This design comes from an exercise in tuning for small area, a short achievable clock period and few clock cycles on the open sky130 flow, not from production work.
Only simulation tests tie the RTL to the original design; equivalence was not proved.
Power figures rest on the tool's default switching activity, not on a simulated workload.

## design/flow/config.mk

```make
export PLATFORM = sky130hd
export DESIGN_NAME = cache_memory_nway
export DESIGN_NICKNAME = cache_memory_nway
export VERILOG_FILES = /design/flow/design.v
export SDC_FILE = /design/flow/constraint.sdc
export NUM_CORES = 4
export LEC_CHECK = 0
export CAP_MARGIN = 20
export CORE_MARGIN = 2
export CORE_UTILIZATION = 40
export SETUP_SLACK_MARGIN = 2.5
export SLEW_MARGIN = 20
export SYNTH_HIERARCHICAL = 1
export SYNTH_MINIMUM_KEEP_SIZE = 0
export TNS_END_PERCENT = 5
```

## design/flow/constraint.sdc

```tcl
create_clock -name core_clock -period 6.5 [get_ports {CLK}]
set_input_delay 1.3000 -clock core_clock [delete_from_list [all_inputs] [get_ports {CLK}]]
set_output_delay 1.3000 -clock core_clock [all_outputs]
set_load 0.01 [all_outputs]
```

## design/flow/design.v

```verilog
package cache_pkg;
  localparam int DEF_WAYS        = 4;
  localparam int DEF_INDEX_SIZE  = 2;
  localparam int DEF_OFFSET_SIZE = 2;
  localparam int DEF_TAG_SIZE    = 4;
  localparam int DEF_DATA_SIZE   = 16;
endpackage
module cache_lru_ages #(
  parameter int WAYS = 4
) (
  input  logic [WAYS-1:0][WAYS-1:0] older,
  input  logic [WAYS-1:0]           valid_mask,
  output logic [WAYS-1:0]           victim_oh
);
  logic [WAYS-1:0] oldest, inval, pick;
  always_comb begin
    for (int w = 0; w < WAYS; w++) begin
      oldest[w] = 1'b1;
      for (int i = 0; i < WAYS; i++) begin
        if (i < w) oldest[w] = oldest[w] & ~older[i][w];
        if (i > w) oldest[w] = oldest[w] &  older[w][i];
      end
    end
    inval = ~valid_mask;
    pick  = inval & ~(inval - 1'b1);
    victim_oh = (inval != '0) ? pick : oldest;
  end
endmodule
module cache_lru_touch #(
  parameter int WAYS = 4
) (
  input  logic [WAYS-1:0][WAYS-1:0] older,
  input  logic [WAYS-1:0]           touch_oh,
  output logic [WAYS-1:0][WAYS-1:0] older_nxt
);
  always_comb begin
    older_nxt = older;
    for (int i = 0; i < WAYS; i++)
      for (int j = i + 1; j < WAYS; j++) begin
        if (touch_oh[i]) older_nxt[i][j] = 1'b0;
        else if (touch_oh[j]) older_nxt[i][j] = 1'b1;
      end
  end
endmodule
module cache_mux4 #(
  parameter int W = 1
) (
  input  logic [1:0]   sel,
  input  logic [W-1:0] d0,
  input  logic [W-1:0] d1,
  input  logic [W-1:0] d2,
  input  logic [W-1:0] d3,
  output logic [W-1:0] y
);
  always_comb begin
    case (sel)
      2'd0:    y = d0;
      2'd1:    y = d1;
      2'd2:    y = d2;
      default: y = d3;
    endcase
  end
endmodule
module cache_memory_nway #(
  parameter int WAYS             = cache_pkg::DEF_WAYS,
  parameter int ADDR_INDEX_SIZE  = cache_pkg::DEF_INDEX_SIZE,
  parameter int ADDR_OFFSET_SIZE = cache_pkg::DEF_OFFSET_SIZE,
  parameter int ADDR_TAG_SIZE    = cache_pkg::DEF_TAG_SIZE,
  parameter int CPU_DATA_SIZE    = cache_pkg::DEF_DATA_SIZE
) (
  input  logic                                     CLK,
  input  logic                                     RESET,
  input  logic [ADDR_TAG_SIZE+ADDR_INDEX_SIZE+ADDR_OFFSET_SIZE-1:0] CPU_ADDR,
  input  logic                                     SIG_CPU_RD,
  input  logic                                     SIG_CPU_WR,
  input  logic [CPU_DATA_SIZE-1:0]                 CPU_OUT_DATA,
  input  logic [CPU_DATA_SIZE/8-1:0]               CPU_B_VAL,
  output logic [CPU_DATA_SIZE-1:0]                 CPU_IN_DATA,
  output logic                                     ACK,
  output logic [ADDR_TAG_SIZE+ADDR_INDEX_SIZE-1:0] RAM_ADDR,
  output logic                                     SIG_RAM_RD,
  output logic                                     SIG_RAM_WR,
  output logic [CPU_DATA_SIZE*(1<<ADDR_OFFSET_SIZE)-1:0] MI_IN_DATA,
  input  logic [CPU_DATA_SIZE*(1<<ADDR_OFFSET_SIZE)-1:0] MI_OUT_DATA,
  input  logic                                     MI_SIG_RAM_ACK,
  output logic [15:0]                              HIT_CNT,
  output logic [15:0]                              MISS_CNT
);
  localparam int TW     = ADDR_TAG_SIZE;
  localparam int IW     = 2;
  localparam int OW     = 2;
  localparam int DW     = CPU_DATA_SIZE;
  localparam int SETS   = 4;
  localparam int WORDS  = 4;
  localparam int LINE_W = DW * WORDS;
  localparam int BE_W   = DW / 8;
  logic [TW-1:0] req_tag;
  logic [IW-1:0] req_idx;
  logic [OW-1:0] req_off;
  assign {req_tag, req_idx, req_off} = CPU_ADDR;
  logic [TW-1:0]     tag_arr  [SETS][WAYS];
  logic [LINE_W-1:0] data_arr [SETS][WAYS];
  logic [SETS-1:0][WAYS-1:0] valid_r, dirty_r, vic_oh_all, match;
  logic [SETS-1:0]   vic_dirty_r;
  logic [WAYS-1:0][WAYS-1:0] lru_older [SETS];
  logic [WAYS-1:0][WAYS-1:0] lru_touched;
  logic [TW-1:0]     vic_tag_all [SETS];
  logic              cpu_req, any_hit, hit, miss, vic_dirty;
  logic              refill_done, wback_done, touch;
  logic [WAYS-1:0]   hit_vec, vic_oh, touch_oh;
  logic [LINE_W-1:0] way_line [WAYS];
  logic [DW-1:0]     way_word [WAYS];
  logic [DW-1:0]     hit_word, fill_word;
  logic [TW-1:0]     vic_tag;
  assign cpu_req = SIG_CPU_RD || SIG_CPU_WR;
  for (genvar s = 0; s < SETS; s++) begin : g_set
    always_comb begin
      vic_tag_all[s] = '0;
      for (int w = 0; w < WAYS; w++) begin
        match[s][w] = valid_r[s][w] && (tag_arr[s][w] == req_tag);
        if (vic_oh_all[s][w]) vic_tag_all[s] = vic_tag_all[s] | tag_arr[s][w];
      end
    end
  end
  cache_mux4 #(.W(WAYS)) u_hit_sel (.sel(req_idx), .d0(match[0]), .d1(match[1]),
    .d2(match[2]), .d3(match[3]), .y(hit_vec));
  cache_mux4 #(.W(WAYS)) u_vic_sel (.sel(req_idx), .d0(vic_oh_all[0]), .d1(vic_oh_all[1]),
    .d2(vic_oh_all[2]), .d3(vic_oh_all[3]), .y(vic_oh));
  cache_mux4 #(.W(1)) u_vdirty_sel (.sel(req_idx), .d0(vic_dirty_r[0]), .d1(vic_dirty_r[1]),
    .d2(vic_dirty_r[2]), .d3(vic_dirty_r[3]), .y(vic_dirty));
  cache_mux4 #(.W(TW)) u_vtag_sel (.sel(req_idx), .d0(vic_tag_all[0]), .d1(vic_tag_all[1]),
    .d2(vic_tag_all[2]), .d3(vic_tag_all[3]), .y(vic_tag));
  assign any_hit = |hit_vec;
  assign hit     = cpu_req && any_hit;
  assign miss    = cpu_req && !any_hit;
  assign wback_done  = miss && vic_dirty && MI_SIG_RAM_ACK;
  assign refill_done = miss && !vic_dirty && MI_SIG_RAM_ACK;
  assign touch       = hit || refill_done;
  assign touch_oh    = any_hit ? hit_vec : vic_oh;
  for (genvar w = 0; w < WAYS; w++) begin : g_way
    cache_mux4 #(.W(LINE_W)) u_set_sel (.sel(req_idx), .d0(data_arr[0][w]), .d1(data_arr[1][w]),
      .d2(data_arr[2][w]), .d3(data_arr[3][w]), .y(way_line[w]));
    cache_mux4 #(.W(DW)) u_word_sel (.sel(req_off), .d0(way_line[w][0*DW +: DW]),
      .d1(way_line[w][1*DW +: DW]), .d2(way_line[w][2*DW +: DW]), .d3(way_line[w][3*DW +: DW]),
      .y(way_word[w]));
  end
  always_comb begin
    hit_word   = '0;
    MI_IN_DATA = '0;
    for (int w = 0; w < WAYS; w++) begin
      if (hit_vec[w]) hit_word   = hit_word | way_word[w];
      if (vic_oh[w])  MI_IN_DATA = MI_IN_DATA | way_line[w];
    end
  end
  assign fill_word = MI_SIG_RAM_ACK ? MI_OUT_DATA[req_off*DW +: DW] : '0;
  logic [LINE_W-1:0] wdata;
  logic [LINE_W/8-1:0] wbyte;
  always_comb begin
    for (int k = 0; k < WORDS; k++)
      for (int b = 0; b < BE_W; b++) begin
        wbyte[k*BE_W + b] = SIG_CPU_WR && (OW'(k) == req_off) && CPU_B_VAL[b];
        wdata[(k*BE_W + b)*8 +: 8] = wbyte[k*BE_W + b] ? CPU_OUT_DATA[b*8 +: 8]
                                                        : MI_OUT_DATA[(k*BE_W + b)*8 +: 8];
      end
  end
  always_ff @(posedge CLK) begin
    for (int s = 0; s < SETS; s++)
      for (int w = 0; w < WAYS; w++)
        if ((IW'(s) == req_idx) && touch_oh[w]) begin
          for (int y = 0; y < LINE_W/8; y++)
            if (refill_done || (hit && wbyte[y]))
              data_arr[s][w][y*8 +: 8] <= wdata[y*8 +: 8];
          if (refill_done) tag_arr[s][w] <= req_tag;
        end
  end
  always_ff @(posedge CLK) begin
    for (int s = 0; s < SETS; s++)
      for (int w = 0; w < WAYS; w++)
        if (IW'(s) == req_idx) begin
          if (touch && SIG_CPU_WR && touch_oh[w]) dirty_r[s][w] <= 1'b1;
          else if ((refill_done || wback_done) && vic_oh[w]) dirty_r[s][w] <= 1'b0;
        end
  end
  always_ff @(posedge CLK or posedge RESET) begin
    if (RESET) begin
      valid_r <= '0;
    end else if (refill_done) begin
      valid_r[req_idx] <= valid_r[req_idx] | vic_oh;
    end
  end
  cache_lru_touch #(.WAYS(WAYS)) u_touch (
    .older     (lru_older[req_idx]),
    .touch_oh  (touch_oh),
    .older_nxt (lru_touched)
  );
  always_ff @(posedge CLK or posedge RESET) begin
    if (RESET) begin
      for (int s = 0; s < SETS; s++)
        for (int i = 0; i < WAYS; i++)
          for (int j = i + 1; j < WAYS; j++)
            lru_older[s][i][j] <= 1'b0;
    end else if (touch) begin
      for (int i = 0; i < WAYS; i++)
        for (int j = i + 1; j < WAYS; j++)
          lru_older[req_idx][i][j] <= lru_touched[i][j];
    end
  end
  logic [WAYS-1:0][WAYS-1:0] older_nxt;
  logic [WAYS-1:0]           valid_nxt, dirty_nxt, vic_nxt;
  always_comb begin
    older_nxt = touch ? lru_touched : lru_older[req_idx];
    valid_nxt = refill_done ? (valid_r[req_idx] | vic_oh) : valid_r[req_idx];
    for (int w = 0; w < WAYS; w++) begin
      if (touch && SIG_CPU_WR && touch_oh[w])                dirty_nxt[w] = 1'b1;
      else if ((refill_done || wback_done) && vic_oh[w])     dirty_nxt[w] = 1'b0;
      else                                                   dirty_nxt[w] = dirty_r[req_idx][w];
    end
  end
  cache_lru_ages #(.WAYS(WAYS)) u_vic (
    .older      (older_nxt),
    .valid_mask (valid_nxt),
    .victim_oh  (vic_nxt)
  );
  always_ff @(posedge CLK or posedge RESET) begin
    if (RESET) begin
      for (int s = 0; s < SETS; s++) begin
        vic_oh_all[s]  <= WAYS'(1);
        vic_dirty_r[s] <= 1'b0;
      end
    end else if (touch || wback_done) begin
      vic_oh_all[req_idx]  <= vic_nxt;
      vic_dirty_r[req_idx] <= |(vic_nxt & valid_nxt & dirty_nxt);
    end
  end
  assign ACK         = hit || refill_done;
  assign CPU_IN_DATA = hit_word | fill_word;
  assign SIG_RAM_WR  = miss && vic_dirty;
  assign SIG_RAM_RD  = miss && !vic_dirty;
  assign RAM_ADDR    = {vic_dirty ? vic_tag : req_tag, req_idx};
  logic [15:0] hit_cnt, miss_cnt;
  function automatic logic [15:0] sat_inc(input logic [15:0] v);
    sat_inc = (v == 16'hFFFF) ? v : v + 16'd1;
  endfunction
  always_ff @(posedge CLK or posedge RESET) begin
    if (RESET) begin
      hit_cnt  <= '0;
      miss_cnt <= '0;
    end else begin
      if (hit)         hit_cnt  <= sat_inc(hit_cnt);
      if (refill_done) miss_cnt <= sat_inc(miss_cnt);
    end
  end
  assign HIT_CNT  = hit_cnt;
  assign MISS_CNT = miss_cnt;
endmodule
```

## design/flow/run.sh

```bash
#!/bin/bash
# synth_recipe.tcl (not shown) runs the flow's synth.tcl, then flattens the netlist and writes it again
# the make line also repeats each setting of config.mk as NAME=value (left out here)
make -C /OpenROAD-flow-scripts/flow DESIGN_CONFIG=/design/flow/config.mk WORK_HOME=/design/flow/orfs CLKGATE_MAP_FILE= SYNTH_SCRIPT=/design/flow/synth_recipe.tcl finish
```

==> results of run 1 <==
-- registers in the layout, indices dropped and copies added, names as in the netlist --
| signal | count |
|---|---|
| miss_cnt | 16 |
| data_arr | 1024 |
| vic_oh_all | 16 |
| lru_older | 24 |
| tag_arr | 64 |
| hit_cnt | 16 |
| vic_dirty_r | 4 |
| valid_r | 16 |
| dirty_r | 16 |
-- where the power goes --
| part | switching [mW] | internal, mW |
|---|---|---|
| Clock | 3.16 | 4.49 |
| Sequential | 0.277 | 8.71 |
| Combinational | 2.07 | 1.47 |
| Total | 5.51 | 14.7 |
-- critical path: cells and delay by family --
kind / cells / cell delay [ps]
AND/OR/NAND/NOR: 3 / 850
buffers and inverters: 5 / 730
multiplexers: 1 / 530
XOR/XNOR: 1 / 130
-- per-stage QoR --
stage	hold WS (ps)	instances	util, %
finish	485	5023	50.4
global route	494	5021	50.4
CTS	485	4966	49.7
detailed placement	473	4591	43.8
global placement	469	4590	43.8
floorplan	443	2698	-
-- layout make-up --
type | instances | area (um^2)
fillers | 10200 | 63000
flip-flops and latches | 1196 | 35500
multi-input cells | 1322 | 15400
repair buffers | 566 | 6630
clock buffers | 168 | 3520
well taps | 1662 | 2080
clock inverters | 74 | 897
inverters | 33 | 136
diodes | 2 | 5.00
-- timing repair --
action,CTS,global route
endpoints found under the setup margin,1296,991
setup buffers,82,51
pin swaps,53,64
gates cloned,51,4
gates resized for setup,377,216
-- worst max path at each step --
stage                      startpoint          to  slack [ps]
after floorplan           CPU_ADDR[6]         ACK        1880
after global placement    CPU_ADDR[5]  SIG_RAM_RD          30
after detailed placement  CPU_ADDR[5]  SIG_RAM_RD         -10
after CTS                 CPU_ADDR[4]  SIG_RAM_RD        1640
after global routing      CPU_ADDR[4]  SIG_RAM_RD        1610
final                     CPU_ADDR[4]  SIG_RAM_RD        1650
-- layer usage --
layer  GRT usage (%)  share of wire [%]
met4            10.5                4.6
met2            39.8                 45
met3            8.86                 13
met5               0              0.041
met1            35.2                 38
==> flow_metrics.env, run 1 <==
export IMPL_status="no timing/DRC/antenna violations"
export IMPL_dp_slack_ps=-10.3
export IMPL_hpwlAfterDp_um=113000
export IMPL_rsz0062_at_grt="true"
export IMPL_hold_buffers=0
export IMPL_fin_crit_ps=4850
export IMPL_die_x_um=362
export IMPL_tns_ps=0
export IMPL_worst_pin_slew_ps=1180
export IMPL_vias_per_cell=6.24
export IMPL_clock_skew_ps=36.6
export IMPL_synth_cells=2698
export IMPL_clock_root_buffer="clkbuf_16"
export IMPL_crit_type="primary input to primary output"
export IMPL_vias=31300
export IMPL_hold_path_class="flip-flop to flip-flop"
export IMPL_syn_to_final_growth_pct=25.4
export IMPL_final_common_cell="edfxtp_1"
export IMPL_hold_path_end="vic_dirty_r[1]"
export IMPL_drc_errors=0
export IMPL_grt_first_pass_wirelength_um=240000
export IMPL_clk_pin_slew_ps=50
export IMPL_whs_path_depth=2
export IMPL_crit_slowest_cell="mux4_2"
export IMPL_routedWlPerCell_um=34.8
export IMPL_gr_usage_all_layers_pct=26.4
export IMPL_crit_fanout=7
export IMPL_path_cells="buf_12, buf_12, buf_12, xor2_2, nor4_1, mux4_2, buf_6, or4_4, nor3_4, buf_2"
export IMPL_h_tree_depth=4
export IMPL_setup_slack_ps=1650
export IMPL_cts_buffer_depth=3
export IMPL_p_per_area_mw_per_mm2=315
export IMPL_globalplace_congestion=0.921
export IMPL_required_ps=5200
export IMPL_worstHoldStart="vic_dirty_r[1]"
export IMPL_syn_area_mm2=0.0511
export IMPL_hold_viol=0
export IMPL_die_height_um=362
export IMPL_syn_num_nets=2799
export IMPL_grt_start_max_net_pins=78
export IMPL_drv_cap=0
export IMPL_layout_common_cells="1104 x edfxtp_1, 354 x mux4_2, 225 x buf_4"
export IMPL_cts_tree="yes"
export IMPL_ys_warn_count=103
export IMPL_start_util_pct=40.2
export IMPL_fmax_mhz=206
export IMPL_cts_sinks=1196
export IMPL_slowest_delay_ps=530
export IMPL_power_mw=20.2
export IMPL_antenna_found_initial=13
export IMPL_rows=131
export IMPL_worst_r2r_startpoint="tag_arr[7][3]"
export IMPL_drtAntennaViolNets=0
export IMPL_finalSetupViolCount=0
export IMPL_coreArea_mm2=0.127
export IMPL_startpoint_type="primary input"
export IMPL_drt_pass1_iterations=6
export IMPL_ff2ff_path_depth=16
export IMPL_clkLatencyLatePin_ps=790
export IMPL_fin_crit_sh_pct=74.7
export IMPL_crit_arrival_ps=3550
export IMPL_cts_buffers=133
export IMPL_place_area_mm2=0.0558
export IMPL_crit_top_cell="buf_12"
export IMPL_avgSynthCellArea_um2=19.0
export IMPL_fin_area_mm2=0.0642
export IMPL_drt_total_wl_um=175000
export IMPL_p_leak_nw=21.8
export IMPL_ir_drop_v=0.000232
export IMPL_die_area_mm2=0.131
export IMPL_num_nets_final=3353
export IMPL_r2r_end="vic_dirty_r[0]"
export IMPL_final_max_slew_viol_count=0
export IMPL_overflow=0
export IMPL_cp_end_kind="primary output"
export IMPL_relSlewSlack_pct=20.9
export IMPL_drive_gt1_share_pct=37.6
export IMPL_drt_first_iter_violations=4870
export IMPL_io_buffers=215
export IMPL_io_pins=216
export IMPL_grt_pass1_vias=30600
export IMPL_r2r_setup_slack_ps=2300
Testbench counts, summed over its fixed seeds: cycles 85,321.
==> run 2: changes to the inputs <==
==> design/flow/flow/run.sh (new file) <==
#!/bin/bash
# Layout: the standard flow (standard synthesis unchanged), except that the
# port buffers are buf_2 cells rather than delay buffers, and the resizer may
# swap a cell for one of another footprint when it repairs timing.
set -euo pipefail
bash standard.sh synth > synth.log 2>&1
bash standard.sh MATCH_CELL_FOOTPRINT=0 "BUFFER_PORTS_ARGS=-buffer_cell sky130_fd_sc_hd__buf_2" finish > layout.log 2>&1
==> design/flow/standard.sh (new file) <==
#!/bin/bash
# synth_recipe.tcl (not shown) runs the flow's synth.tcl, then flattens the netlist and writes it again
# the make line also repeats each setting of config.mk as NAME=value (left out here)
make -C /OpenROAD-flow-scripts/flow DESIGN_CONFIG=/design/flow/config.mk WORK_HOME=/design/flow/orfs CLKGATE_MAP_FILE= SYNTH_SCRIPT=/design/flow/synth_recipe.tcl "${@:-finish}"
--- a/design/flow/config.mk
+++ b/design/flow/config.mk
@@ -8,8 +8,8 @@
 export CAP_MARGIN = 20
 export CORE_MARGIN = 2
 export CORE_UTILIZATION = 40
-export SETUP_SLACK_MARGIN = 2.5
+export SETUP_SLACK_MARGIN = 2.0
 export SLEW_MARGIN = 20
 export SYNTH_HIERARCHICAL = 1
 export SYNTH_MINIMUM_KEEP_SIZE = 0
-export TNS_END_PERCENT = 5
+export TNS_END_PERCENT = 0
removed: design/flow/run.sh
==> run 2 against run 1 <==
Combinational power decreased by 18%. Flip-flop and latch count unchanged. First-iteration DRC count fell by 11%. Highest routed layer unchanged. Still clean on timing, DRC and antenna. Worst hold slack worse by 1.9 ps. Sequential share of layout area grew 4.1 points. Largest power group unchanged.
==> flow_metrics.env, run 2 <==
export IMPL_clock_skew_ps=29.5
export IMPL_cts_buffer_depth=3
export IMPL_gr_usage_all_layers_pct=25.3
export IMPL_die_x_um=362
export IMPL_p_sw_mw=5.08
export IMPL_crit_type="primary input to primary output"
export IMPL_largest_reg_flops=1024
export IMPL_crit_fanout=8
export IMPL_worst_pin_slew_ps=1230
export IMPL_required_ps=5200
export IMPL_drtAntennaViolNets=0
export IMPL_globalplace_congestion=0.931
export IMPL_nFillCells=10600
export IMPL_rsz0062_at_grt="true"
export IMPL_antenna_found_initial=25
export IMPL_syn_to_final_growth_pct=16.7
export IMPL_seqPwrFrac_pct=48.0
export IMPL_clkLatencyLatePin_ps=730
export IMPL_crit_arrival_ps=3550
export IMPL_drive_gt1_share_pct=34.2
export IMPL_top_regs="data_arr: 1024 flops, tag_arr: 64 flops, lru_older: 24 flops"
export IMPL_finalSetupViolCount=0
export IMPL_fin_crit_ps=4850
export IMPL_relSlewSlack_pct=17.7
export IMPL_clk_pin_slew_ps=60
export IMPL_setup_slack_ps=1650
export IMPL_final_max_slew_viol_count=0
export IMPL_synth_cells=2698
export IMPL_grt_start_max_net_pins=93
export IMPL_coreArea_mm2=0.127
export IMPL_die_area_mm2=0.131
export IMPL_drc_errors=0
export IMPL_h_tree_depth=3
export IMPL_start_util_pct=40.2
export IMPL_top_register="data_arr"
export IMPL_clkPwrFrac_pct=36.4
export IMPL_p_int_mw=13.6
export IMPL_hold_path_class="flip-flop to flip-flop"
export IMPL_routedWlPerCell_um=34.5
export IMPL_dp_slack_ps=534
export IMPL_drt_first_iter_violations=4349
export IMPL_syn_area_mm2=0.0511
export IMPL_hpwlAfterDp_um=113000
export IMPL_power_frac_comb_pct=15.6
export IMPL_cts_sinks=1196
export IMPL_ff2ff_path_depth=9
export IMPL_cts_buffers=116
export IMPL_cts_tree="yes"
export IMPL_vias=30500
export IMPL_tns_ps=0
export IMPL_startpoint_type="primary input"
export IMPL_die_height_um=362
export IMPL_final_common_cell="edfxtp_1"
export IMPL_status="no timing/DRC/antenna violations"
export IMPL_ir_drop_v=0.000205
export IMPL_whs_path_depth=1
export IMPL_p_per_area_mw_per_mm2=312
export IMPL_io_pins=216
export IMPL_num_nets_final=3183
export IMPL_power_mw=18.6
export IMPL_whs_ps=483
export IMPL_io_buffers=215
export IMPL_p_leak_nw=20.3
export IMPL_layout_common_cells="1104 x edfxtp_1, 327 x mux4_2, 199 x buf_2"
export IMPL_clock_root_buffer="clkbuf_16"
export IMPL_hold_viol=0
export IMPL_cp_end_kind="primary output"
export IMPL_fin_crit_sh_pct=74.6
export IMPL_avgSynthCellArea_um2=19.0
export IMPL_ys_warn_count=103
export IMPL_switching_share_pct=27.2
export IMPL_fin_util_pct=46.9
export IMPL_grt_pass1_vias=29800
export IMPL_rows=131
export IMPL_syn_num_nets=2799
export IMPL_grt_first_pass_wirelength_um=233000
export IMPL_drt_pass1_iterations=7
export IMPL_overflow=0
export IMPL_drv_cap=0
export IMPL_vias_per_cell=6.29
export IMPL_fmax_mhz=206
export IMPL_drt_total_wl_um=167000
==> run 2: area by class of cell <==
class	count	area (um^2)	share of cell area (%)
clock inverter	69	751	1.26
multi-input combinational	1317	14700	24.7
timing repair buffer	418	3500	5.86
inverter	33	125	0.210
antenna	6	15.0	0.0252
clock buffer	141	3040	5.09
tap	1662	2080	3.48
sequential	1196	35500	59.4
==> run 2: power groups by stage <==
stage	Clock, mW	Combinational [mW]	Sequential, mW
finish	6.78	2.91	8.95
global placement	0	2.63	9.03
global route	7.13	3.03	8.96
floorplan	0	1.47	8.98
detailed placement	0	2.67	9.04
CTS	6.86	2.85	8.94
==> run 2: final timing paths <==
kind                                     from         endpoint  slack, ps
worst max-delay path              CPU_ADDR[2]   CPU_IN_DATA[9]       1650
min in group asynchronous               RESET      miss_cnt[0]        790
worst min register to register   miss_cnt[10]     miss_cnt[10]        480
worst min-delay path             miss_cnt[10]     miss_cnt[10]        480
worst max register to register  tag_arr[6][3]  data_arr[5][32]       2300
max in group asynchronous               RESET       hit_cnt[7]       5080
==> run 2: repair_timing <==
item,CTS,global route
hold buffers,0,0
pin swaps,19,6
gates cloned,27,0
setup endpoints to repair,945,674
resized for setup,132,20
buffers inserted,27,2
==> run 2: metal layers <==
layer	vias up	GRT usage, %	part of all wire [%]
li1	11900	-	-
met1	16100	36.2	39
met2	2123	37.2	44
met3	321	6.48	13
met4	6	10.0	4.1
met5	-	0	0.017
==> run 2: worst max-delay path, stage by stage <==
cell and delay, ps:
buf_16 170, clkbuf_16 220, clkbuf_16 170, mux4_2 620
mux4_2 510, a22oi_1 170, nand3_1 170, buf_2 180
==> run 2: through the flow <==
stage,area (um^2),cells
6_report,59700,4842
5_1_grt,59700,4840
4_1_cts,59600,4834
3_5_place_dp,54400,4570
3_3_place_gp,54400,4570
2_1_floorplan,51300,2698
==> run 3: changes to the inputs <==
==> design/flow/flow/run.sh (replaced) <==
#!/bin/bash
# Layout: the standard flow (standard synthesis unchanged), except that
#  - the port buffers are buf_2 cells rather than delay buffers,
#  - the resizer may swap a cell for one of another footprint when it repairs timing,
#  - the clock tree is built from clkbuf_8 cells in smaller sink clusters, without
#    dummy loads.
set -euo pipefail
bash standard.sh synth > synth.log 2>&1
bash standard.sh MATCH_CELL_FOOTPRINT=0 \
  "BUFFER_PORTS_ARGS=-buffer_cell sky130_fd_sc_hd__buf_2" \
  "CTS_ARGS=-sink_clustering_enable -repair_clock_nets -dont_use_dummy_load -buf_list sky130_fd_sc_hd__clkbuf_8 -sink_clustering_size 16 -sink_clustering_max_diameter 40" \
  finish > layout.log 2>&1
==> run 3 against run 2 <==
Still clean. Synthesized area did not move. Clock skew rose by 71 ps. Cell count fell by 1.3%. Combinational power barely moved. Core utilization fell by 1.5 points. Critical path depth did not move. Synthesized cell count did not move. Wire length barely moved. Via count rose by 0.11%.
==> flow_metrics.env, run 3 <==
export IMPL_synth_cells=2698
export IMPL_drt_total_wl_um=167000
export IMPL_whs_ps=483
export IMPL_crit_family="multiplexers"
export IMPL_antenna_found_initial=26
export IMPL_drv_cap=0
export IMPL_cp_end_kind="primary output"
export IMPL_crit_buf_inv=4
export IMPL_largest_reg_flops=1024
export IMPL_crit_path_start="CPU_ADDR[2]"
export IMPL_layout_common_cells="1104 x edfxtp_1, 332 x mux4_2, 198 x buf_2"
export IMPL_crit_type="primary input to primary output"
export IMPL_io_buffers=215
export IMPL_cts_tree="yes"
export IMPL_hold_viol=0
export IMPL_clk_pin_slew_ps=50
export IMPL_p_per_area_mw_per_mm2=281
export IMPL_ys_warn_count=103
export IMPL_clock_skew_ps=100
export IMPL_cts_sinks=1196
export IMPL_p_leak_nw=19.4
export IMPL_start_util_pct=40.2
export IMPL_routedWlPerCell_um=34.9
export IMPL_cts_buffers=140
export IMPL_drc_errors=0
export IMPL_top_register="data_arr"
export IMPL_crit_arrival_ps=3560
export IMPL_syn_num_nets=2799
export IMPL_cts_buffer_depth=3
export IMPL_fin_crit_ps=4860
export IMPL_multi_input_area_mm2=0.0147
export IMPL_drt_first_iter_violations=4601
export IMPL_grt_first_pass_wirelength_um=232000
export IMPL_crit_fanout=8
export IMPL_gr_usage_all_layers_pct=25.4
export IMPL_top_regs="data_arr: 1024 flops, tag_arr: 64 flops, lru_older: 24 flops"
export IMPL_drt_pass1_iterations=8
export IMPL_final_max_slew_viol_count=0
export IMPL_num_nets_final=3207
export IMPL_path_cells="clkbuf_16, buf_4, buf_6, mux4_2, mux4_2, a22oi_2, nand3_2, buf_6"
export IMPL_hpwlAfterDp_um=113000
export IMPL_h_tree_depth=4
export IMPL_fmax_mhz=206
export IMPL_status="no timing/DRC/antenna violations"
export IMPL_drtAntennaViolNets=0
export IMPL_overflow=0
export IMPL_required_ps=5200
export IMPL_rsz0062_at_grt="true"
export IMPL_finalSetupViolCount=0
export IMPL_clkLatencyLatePin_ps=880
export IMPL_avgSynthCellArea_um2=19.0
export IMPL_grt_pass1_vias=29600
export IMPL_globalplace_congestion=0.931
export IMPL_final_common_cell="edfxtp_1"
export IMPL_die_height_um=362
export IMPL_hold_path_class="flip-flop to flip-flop"
export IMPL_die_x_um=362
export IMPL_rows=131
export IMPL_slowest_delay_ps=660
export IMPL_worst_pin_slew_ps=1210
export IMPL_vias=30500
export IMPL_fin_crit_sh_pct=74.7
export IMPL_worst_r2r_startpoint="tag_arr[4][3]"
export IMPL_relSlewSlack_pct=18.8
export IMPL_syn_area_mm2=0.0511
export IMPL_die_area_mm2=0.131
export IMPL_io_pins=216
export IMPL_seqCellArea_mm2=0.0355
export IMPL_worstHoldStart="miss_cnt[10]"
export IMPL_clock_root_buffer="clkbuf_8"
export IMPL_ir_drop_v=0.000163
export IMPL_tns_ps=0
export IMPL_vias_per_cell=6.38
export IMPL_grt_start_max_net_pins=93
export IMPL_startpoint_type="primary input"
export IMPL_crit_slowest_cell="mux4_2"
export IMPL_coreArea_mm2=0.127
export IMPL_syn_to_final_growth_pct=13.1
export IMPL_drive_gt1_share_pct=34.0
export IMPL_nFillCells=10700
==> run 3: cell count changes in the layout (fill, tap and decap cells not counted), sizes merged, moves of 5 or more <==
cell and change:
bufinv -14, clkinv -41, diode +6, clkinvlp -9
inv -5
==> run 3: final cells by class <==
type | count | area share, %
Sequential cell | 1196 | 61.3
Multi-Input combinational cell | 1318 | 25.4
Timing Repair Buffer | 417 | 6.06
Tap cell | 1662 | 3.60
Clock buffer | 140 | 3.33
Inverter | 33 | 0.216
Antenna cell | 12 | 0.0519
==> run 3: timing repair <==
item | in CTS | in global routing
hold buffers | 0 | 0
pin swaps | 23 | 4
endpoints found under the setup margin | 748 | 243
gates cloned | 27 | 0
setup buffers | 26 | 3
gates resized for setup | 141 | 9
==> run 3: stage by stage <==
stage | std cells | setup WS [ps] | util (%) | power [mW] | instance area [um^2]
detailed placement | 4570 | 534 | 42.8 | 11.7 | 54400
global route | 4776 | 1640 | 45.5 | 16.7 | 57800
CTS | 4763 | 1730 | 45.4 | 16.2 | 57700
finish | 4778 | 1640 | 45.5 | 16.2 | 57800
global placement | 4570 | 756 | 42.8 | 11.7 | 54400
floorplan | 2698 | 1910 | - | 10.4 | 51300
==> run 3: final timing paths <==
path                                   to  slack [ps]  cells after the start
max                        CPU_IN_DATA[5]        1640                      8
min                          miss_cnt[10]         480                      1
max reg2reg                vic_dirty_r[0]        2210                     15
min reg2reg                  miss_cnt[10]         480                      1
max in group asynchronous      hit_cnt[4]        5170                      3
min in group asynchronous     miss_cnt[3]         710                      3
==> run 3: layer usage <==
layer,wire [um],global-route usage [%],part of all wire [%],vias to the layer above
met4,6320,9.36,3.8,4
met1,64500,36.3,39,16100
li1,-,-,-,11800
met3,22400,7.10,13,332
met5,15,0,0.0090,-
met2,73600,37.1,44,2219
==> run 3: report_power, final <==
group	total, mW	internal (mW)	switching, mW
Combinational	2.92	0.990	1.93
Clock	4.36	1.90	2.46
Sequential	8.95	8.70	0.243
==> run 4: changes to the inputs <==
--- a/design/flow/config.mk
+++ b/design/flow/config.mk
@@ -7,7 +7,8 @@
 export LEC_CHECK = 0
 export CAP_MARGIN = 20
 export CORE_MARGIN = 2
-export CORE_UTILIZATION = 40
+export CORE_UTILIZATION = 55
+export PLACE_DENSITY = 0.85
 export SETUP_SLACK_MARGIN = 2.0
 export SLEW_MARGIN = 20
 export SYNTH_HIERARCHICAL = 1
==> run 4 against run 3 <==
Still clean. Critical path depth fell by 1. Setup slack worse by 83 ps. Final area is 2.3% lower. Maximum frequency down 1.7%. Clock-buffer cell count shrank 25. Register-to-register slack lost 80 ps. Via count increased by 1.8%. Highest routed layer unchanged.
==> flow_metrics.env, run 4 <==
export IMPL_hold_buffers=0
export IMPL_h_tree_depth=3
export IMPL_p_int_mw=11.2
export IMPL_power_frac_comb_pct=18.3
export IMPL_placedCellCount=4057
export IMPL_drc_errors=0
export IMPL_worst_r2r_startpoint="tag_arr[2][0]"
export IMPL_cts_tree="yes"
export IMPL_clk_pin_slew_ps=60
export IMPL_cts_sinks=1196
export IMPL_coreArea_mm2=0.0919
export IMPL_p_leak_nw=18.9
export IMPL_grt_first_pass_wirelength_um=220000
export IMPL_rsz0062_at_grt="true"
export IMPL_hpwlAfterDp_um=104000
export IMPL_syn_num_nets=2799
export IMPL_clkLatencyLatePin_ps=830
export IMPL_drv_cap=0
export IMPL_io_buffers=215
export IMPL_final_common_cell="edfxtp_1"
export IMPL_tns_ps=0
export IMPL_synth_cells=2698
export IMPL_vias_per_cell=7.30
export IMPL_top_register="data_arr"
export IMPL_drt_first_iter_violations=6261
export IMPL_fin_crit_ps=4940
export IMPL_start_util_pct=55.6
export IMPL_hold_path_class="primary input to async pin"
export IMPL_finalSetupViolCount=0
export IMPL_die_height_um=309
export IMPL_overflow=0
export IMPL_die_area_mm2=0.0954
export IMPL_rows=111
export IMPL_status="no timing/DRC/antenna violations"
export IMPL_gr_usage_all_layers_pct=33.1
export IMPL_drive_gt1_share_pct=31.7
export IMPL_endpoint="CPU_IN_DATA[2]"
export IMPL_crit_fanout=6
export IMPL_cp_end_kind="primary output"
export IMPL_antenna_found_initial=13
export IMPL_drtAntennaViolNets=0
export IMPL_largest_reg_flops=1024
export IMPL_num_nets_final=3106
export IMPL_relSlewSlack_pct=27.3
export IMPL_grt_start_max_net_pins=80
export IMPL_p_per_area_mw_per_mm2=277
export IMPL_r2r_setup_slack_ps=2130
export IMPL_clock_skew_ps=111
export IMPL_r2r_end="vic_dirty_r[0]"
export IMPL_syn_area_mm2=0.0511
export IMPL_grt_pass1_vias=29900
export IMPL_cts_buffers=115
export IMPL_power_mw=15.7
export IMPL_switching_share_pct=28.3
export IMPL_required_ps=5200
export IMPL_ir_drop_v=0.000225
export IMPL_cts_buffer_depth=3
export IMPL_syn_to_final_growth_pct=10.4
export IMPL_p_sw_mw=4.44
export IMPL_seqPwrFrac_pct=56.9
export IMPL_hold_viol=0
export IMPL_io_pins=216
export IMPL_layout_common_cells="1104 x edfxtp_1, 330 x mux4_2, 203 x buf_2"
export IMPL_globalplace_congestion=0.984
export IMPL_die_x_um=309
export IMPL_final_max_slew_viol_count=0
export IMPL_ys_warn_count=103
export IMPL_fin_crit_sh_pct=76.0
export IMPL_avgSynthCellArea_um2=19.0
export IMPL_crit_arrival_ps=3640
export IMPL_drt_total_wl_um=160000
export IMPL_fmax_mhz=202
export IMPL_instances_no_fill=4254
export IMPL_clkPwrFrac_pct=24.8
export IMPL_worst_pin_slew_ps=1090
export IMPL_drt_pass1_iterations=11
export IMPL_vias=31100
export IMPL_ff2ff_path_depth=13
export IMPL_clock_root_buffer="clkbuf_8"
export IMPL_crit_path_start="CPU_ADDR[2]"
export IMPL_top_regs="data_arr: 1024 flops, tag_arr: 64 flops, lru_older: 24 flops"
export IMPL_routedWlPerCell_um=37.6
export IMPL_whs_ps=467
export IMPL_startpoint_type="primary input"
export IMPL_crit_type="primary input to primary output"
[run 4: cell count changes in the layout (fill, tap and decap cells not counted), sizes merged]
cell / before / now
diode: 12 / 8
buf: 397 / 314
mux4: 361 / 360
clkbuf: 160 / 143
[run 4: power by group through the flow]
| stage | Sequential (mW) | Clock (mW) | Combinational, mW |
|---|---|---|---|
| floorplan | 8.98 | 0 | 1.47 |
| global placement | 9.02 | 0 | 2.47 |
| detailed placement | 9.05 | 0 | 2.53 |
| CTS | 8.90 | 3.85 | 2.67 |
| global route | 8.93 | 4.12 | 2.93 |
| finish | 8.92 | 3.88 | 2.86 |
[run 4: how the worst min path moves through the flow]
stage / from / end / slack (ps)
after floorplan: vic_dirty_r[0] / vic_dirty_r[0] / 440
after global placement: vic_dirty_r[0] / vic_dirty_r[0] / 460
after detailed placement: vic_dirty_r[0] / vic_dirty_r[0] / 470
after CTS: RESET / hit_cnt[9] / 440
after global routing: RESET / hit_cnt[11] / 470
final: RESET / hit_cnt[11] / 470
[run 4: worst max-delay path, stage by stage]
cell and delay [ps]:
clkbuf_16 190, clkbuf_16 190, mux4_2 650, mux4_1 690, a22oi_2 190, nand3_2 210, buf_6 190
[run 4: stage by stage]
step	worst slack, ps	utilization (%)	cell area [um^2]
floorplan	1910	-	51300
global placement	652	57.9	53200
detailed placement	681	57.9	53200
CTS	1770	61.0	56100
global route	1610	61.4	56500
finish	1560	61.4	56500
[run 4: final cells by class]
class                   count  area [um^2]
repair buffers            342         3070
diodes                      8         20.0
inverters                  33          125
clock buffers             115         1580
fillers                  6170        35500
well taps                1243         1560
multi-input cells        1317        14700
flip-flops and latches   1196        35500
[run 4: metal layers]
metal | global-route usage [%] | share of wire [%]
met1 | 43.3 | 31
met5 | 0 | 0.057
met3 | 14.0 | 19
met4 | 18.8 | 6.9
met2 | 46.8 | 43
[run 4: timing repair]
action / in CTS / in global routing
gates cloned: 33 / 6
pin swaps: 12 / 22
resized for setup: 89 / 47
setup endpoints to repair: 1131 / 359
setup buffers: 21 / 14
==> run 5: changes to the inputs <==
--- a/design/flow/config.mk
+++ b/design/flow/config.mk
@@ -8,7 +8,6 @@
 export CAP_MARGIN = 20
 export CORE_MARGIN = 2
 export CORE_UTILIZATION = 55
-export PLACE_DENSITY = 0.85
 export SETUP_SLACK_MARGIN = 2.0
 export SLEW_MARGIN = 20
 export SYNTH_HIERARCHICAL = 1
==> run 5 against run 4 <==
Power up 3.5%. Critical path depth grew 4. Largest power group unchanged. Core utilization is 1.2 points higher. Cell count is 2.2% higher. Flip-flop and latch count did not move. Via count down 3.7%. Still clean on timing, DRC and antenna. Synthesized area unchanged. Synthesized cell count unchanged. Highest routed layer unchanged. Global-route usage up 1.7 points. Non-clock buffer count rose by 70. Largest cell class unchanged.
==> flow_metrics.env, run 5 <==
export IMPL_ir_drop_v=0.000218
export IMPL_clock_root_buffer="clkbuf_8"
export IMPL_layout_common_cells="1104 x edfxtp_1, 331 x mux4_2, 200 x buf_2"
export IMPL_hold_buffers=0
export IMPL_clock_skew_ps=75.0
export IMPL_status="no timing/DRC/antenna violations"
export IMPL_num_nets_final=3207
export IMPL_met2_usage_pct=51.4
export IMPL_top_register="data_arr"
export IMPL_grt_busiest_layer="met2"
export IMPL_vias_per_cell=6.88
export IMPL_io_buffers=215
export IMPL_overflow=0
export IMPL_p_per_area_mw_per_mm2=282
export IMPL_syn_area_mm2=0.0511
export IMPL_hold_path_class="primary input to async pin"
export IMPL_die_x_um=309
export IMPL_final_common_cell="edfxtp_1"
export IMPL_grt_pass1_vias=29100
export IMPL_cts_sinks=1196
export IMPL_hpwlAfterDp_um=109000
export IMPL_grt_start_max_net_pins=65
export IMPL_gr_usage_all_layers_pct=34.8
export IMPL_drtAntennaViolNets=0
export IMPL_crit_arrival_ps=3420
export IMPL_fin_crit_sh_pct=72.7
export IMPL_required_ps=5200
export IMPL_avgSynthCellArea_um2=19.0
export IMPL_routedWlPerCell_um=37.6
export IMPL_h_tree_depth=4
export IMPL_syn_num_nets=2799
export IMPL_final_max_slew_viol_count=0
export IMPL_worst_pin_slew_ps=1100
export IMPL_instances_no_fill=4349
export IMPL_power_mw=16.2
export IMPL_drive_gt1_share_pct=33.9
export IMPL_globalplace_congestion=0.961
export IMPL_fin_crit_ps=4720
export IMPL_die_height_um=309
export IMPL_start_util_pct=55.6
export IMPL_p_leak_nw=19.5
export IMPL_tns_ps=0
export IMPL_drv_cap=0
export IMPL_syn_to_final_growth_pct=12.5
export IMPL_use_met3_pct=9.39
export IMPL_crit_fanout=14
export IMPL_largest_reg_flops=1024
export IMPL_synth_cells=2698
export IMPL_crit_type="primary input to primary output"
export IMPL_fin_util_pct=62.6
export IMPL_startpoint_type="primary input"
export IMPL_fmax_mhz=212
export IMPL_rsz0062_at_grt="true"
export IMPL_top_regs="data_arr: 1024 flops, tag_arr: 64 flops, lru_older: 24 flops"
export IMPL_hold_viol=0
export IMPL_cp_end_kind="primary output"
export IMPL_cts_tree="yes"
export IMPL_grt_first_pass_wirelength_um=226000
export IMPL_clkLatencyLatePin_ps=850
export IMPL_cts_buffer_depth=3
export IMPL_drc_errors=0
export IMPL_coreArea_mm2=0.0919
export IMPL_drt_first_iter_violations=4638
export IMPL_cts_buffers=148
export IMPL_clk_pin_slew_ps=60
export IMPL_antenna_found_initial=16
export IMPL_ys_warn_count=103
export IMPL_finalSetupViolCount=0
export IMPL_grtUsageMet1_pct=51.0
export IMPL_relSlewSlack_pct=26.7
export IMPL_drt_total_wl_um=164000
export IMPL_vias=29900
export IMPL_rows=111
export IMPL_placedCellCount=4130
export IMPL_die_area_mm2=0.0954
export IMPL_io_pins=216
export IMPL_whs_ps=483
export IMPL_drt_pass1_iterations=8
[run 5: what timing repair did]
| item | in CTS | in global routing |
|---|---|---|
| resized for setup | 126 | 41 |
| endpoints found under the setup margin | 822 | 127 |
| pin swaps | 14 | 14 |
| endpoints found under the hold margin | 0 | 0 |
| cloned | 40 | 3 |
| setup buffers | 17 | 9 |
[run 5: area by class of cell]
| class | instances | area (um^2) |
|---|---|---|
| Clock buffer | 148 | 2040 |
| Tap cell | 1243 | 1560 |
| Sequential cell | 1196 | 35500 |
| Antenna cell | 2 | 5.00 |
| Multi-Input combinational cell | 1315 | 14600 |
| Timing Repair Buffer | 412 | 3760 |
| Fill cell | 6595 | 34400 |
| Inverter | 33 | 130 |
[run 5: metal layers]
metal	vias to the layer above	wire (um)
li1	11800	-
met1	15700	63500
met2	2075	73100
met3	267	21400
met4	6	5430
met5	-	172
[run 5: power by group]
part           leakage [nW]  internal (mW)  switching, mW
clock network          1.06           2.01           2.46
logic                  7.29          0.991           1.85
registers              11.2           8.71          0.186
total                  19.5           11.7           4.50
[run 5: worst paths after layout]
path	from	endpoint	slack, ps	cells past startpoint
min in group core_clock	vic_dirty_r[1]	vic_dirty_r[1]	490	2
setup / recovery	CPU_ADDR[4]	CPU_IN_DATA[11]	1780	11
max in group asynchronous	RESET	valid_r[0]	4800	3
hold reg to reg	vic_dirty_r[1]	vic_dirty_r[1]	490	2
hold / removal	RESET	lru_older[2][2]	480	2
setup reg to reg	tag_arr[12][0]	data_arr[0][23]	2220	10
[run 5: through the flow]
stage | setup WS (ps) | instance area (um^2)
6_report | 1780 | 57500
5_1_grt | 1740 | 57500
4_1_cts | 1800 | 57200
3_5_place_dp | 679 | 53700
3_3_place_gp | 831 | 53700
2_1_floorplan | 1910 | 51300
[run 5: worst max-delay path, cell delays in order]
cell and delay, ps:
buf_16 140, clkinvlp_4 130, a222oi_1 200, nor4b_1 400, mux4_2 460, buf_12 160
buf_12 160, buf_12 110, a22oi_1 70, nand3_1 120, buf_2 140

static timing again, ports no longer ideal:
How much do the figures lean on ideal ports? The routed layouts below were timed once more, with nothing changed but the port constraints. Step 1 sets driving cells, clkbuf_16 on the clock port and buf_2 on the other inputs (assumed; they add their load-dependent delay and slew). Step 2, shift: input delay + t, output delay - t, t = (earliest + latest rising clock arrival at the registers) / 2. This alone moves slack from input paths to output paths. a / b / c = ideal ports / drivers / drivers and shift; a / b = the first two.
run | t, ns | setup WS [ns] | worst setup path at the end | worst register clock-pin slew, ns
run 1 | 0.843 | 1.646 / 1.148 / 0.853 | input to register | 0.07 / 0.07
run 2 | 0.794 | 1.653 / 1.336 / 0.963 | input to register | 0.07 / 0.07
run 3 | 0.900 | 1.642 / 1.315 / 1.014 | input to register | 0.10 / 0.10
run 4 | 0.835 | 1.558 / 1.084 / 0.904 | input to register | 0.11 / 0.11
run 5 | 0.889 | 1.778 / 1.276 / 0.788 | input to register | 0.09 / 0.09
After both steps setup and hold are still met in every run listed. For run 5, which loses most, drivers alone change the setup slack by -0.502 ns; drivers and shift together by -0.990 ns.
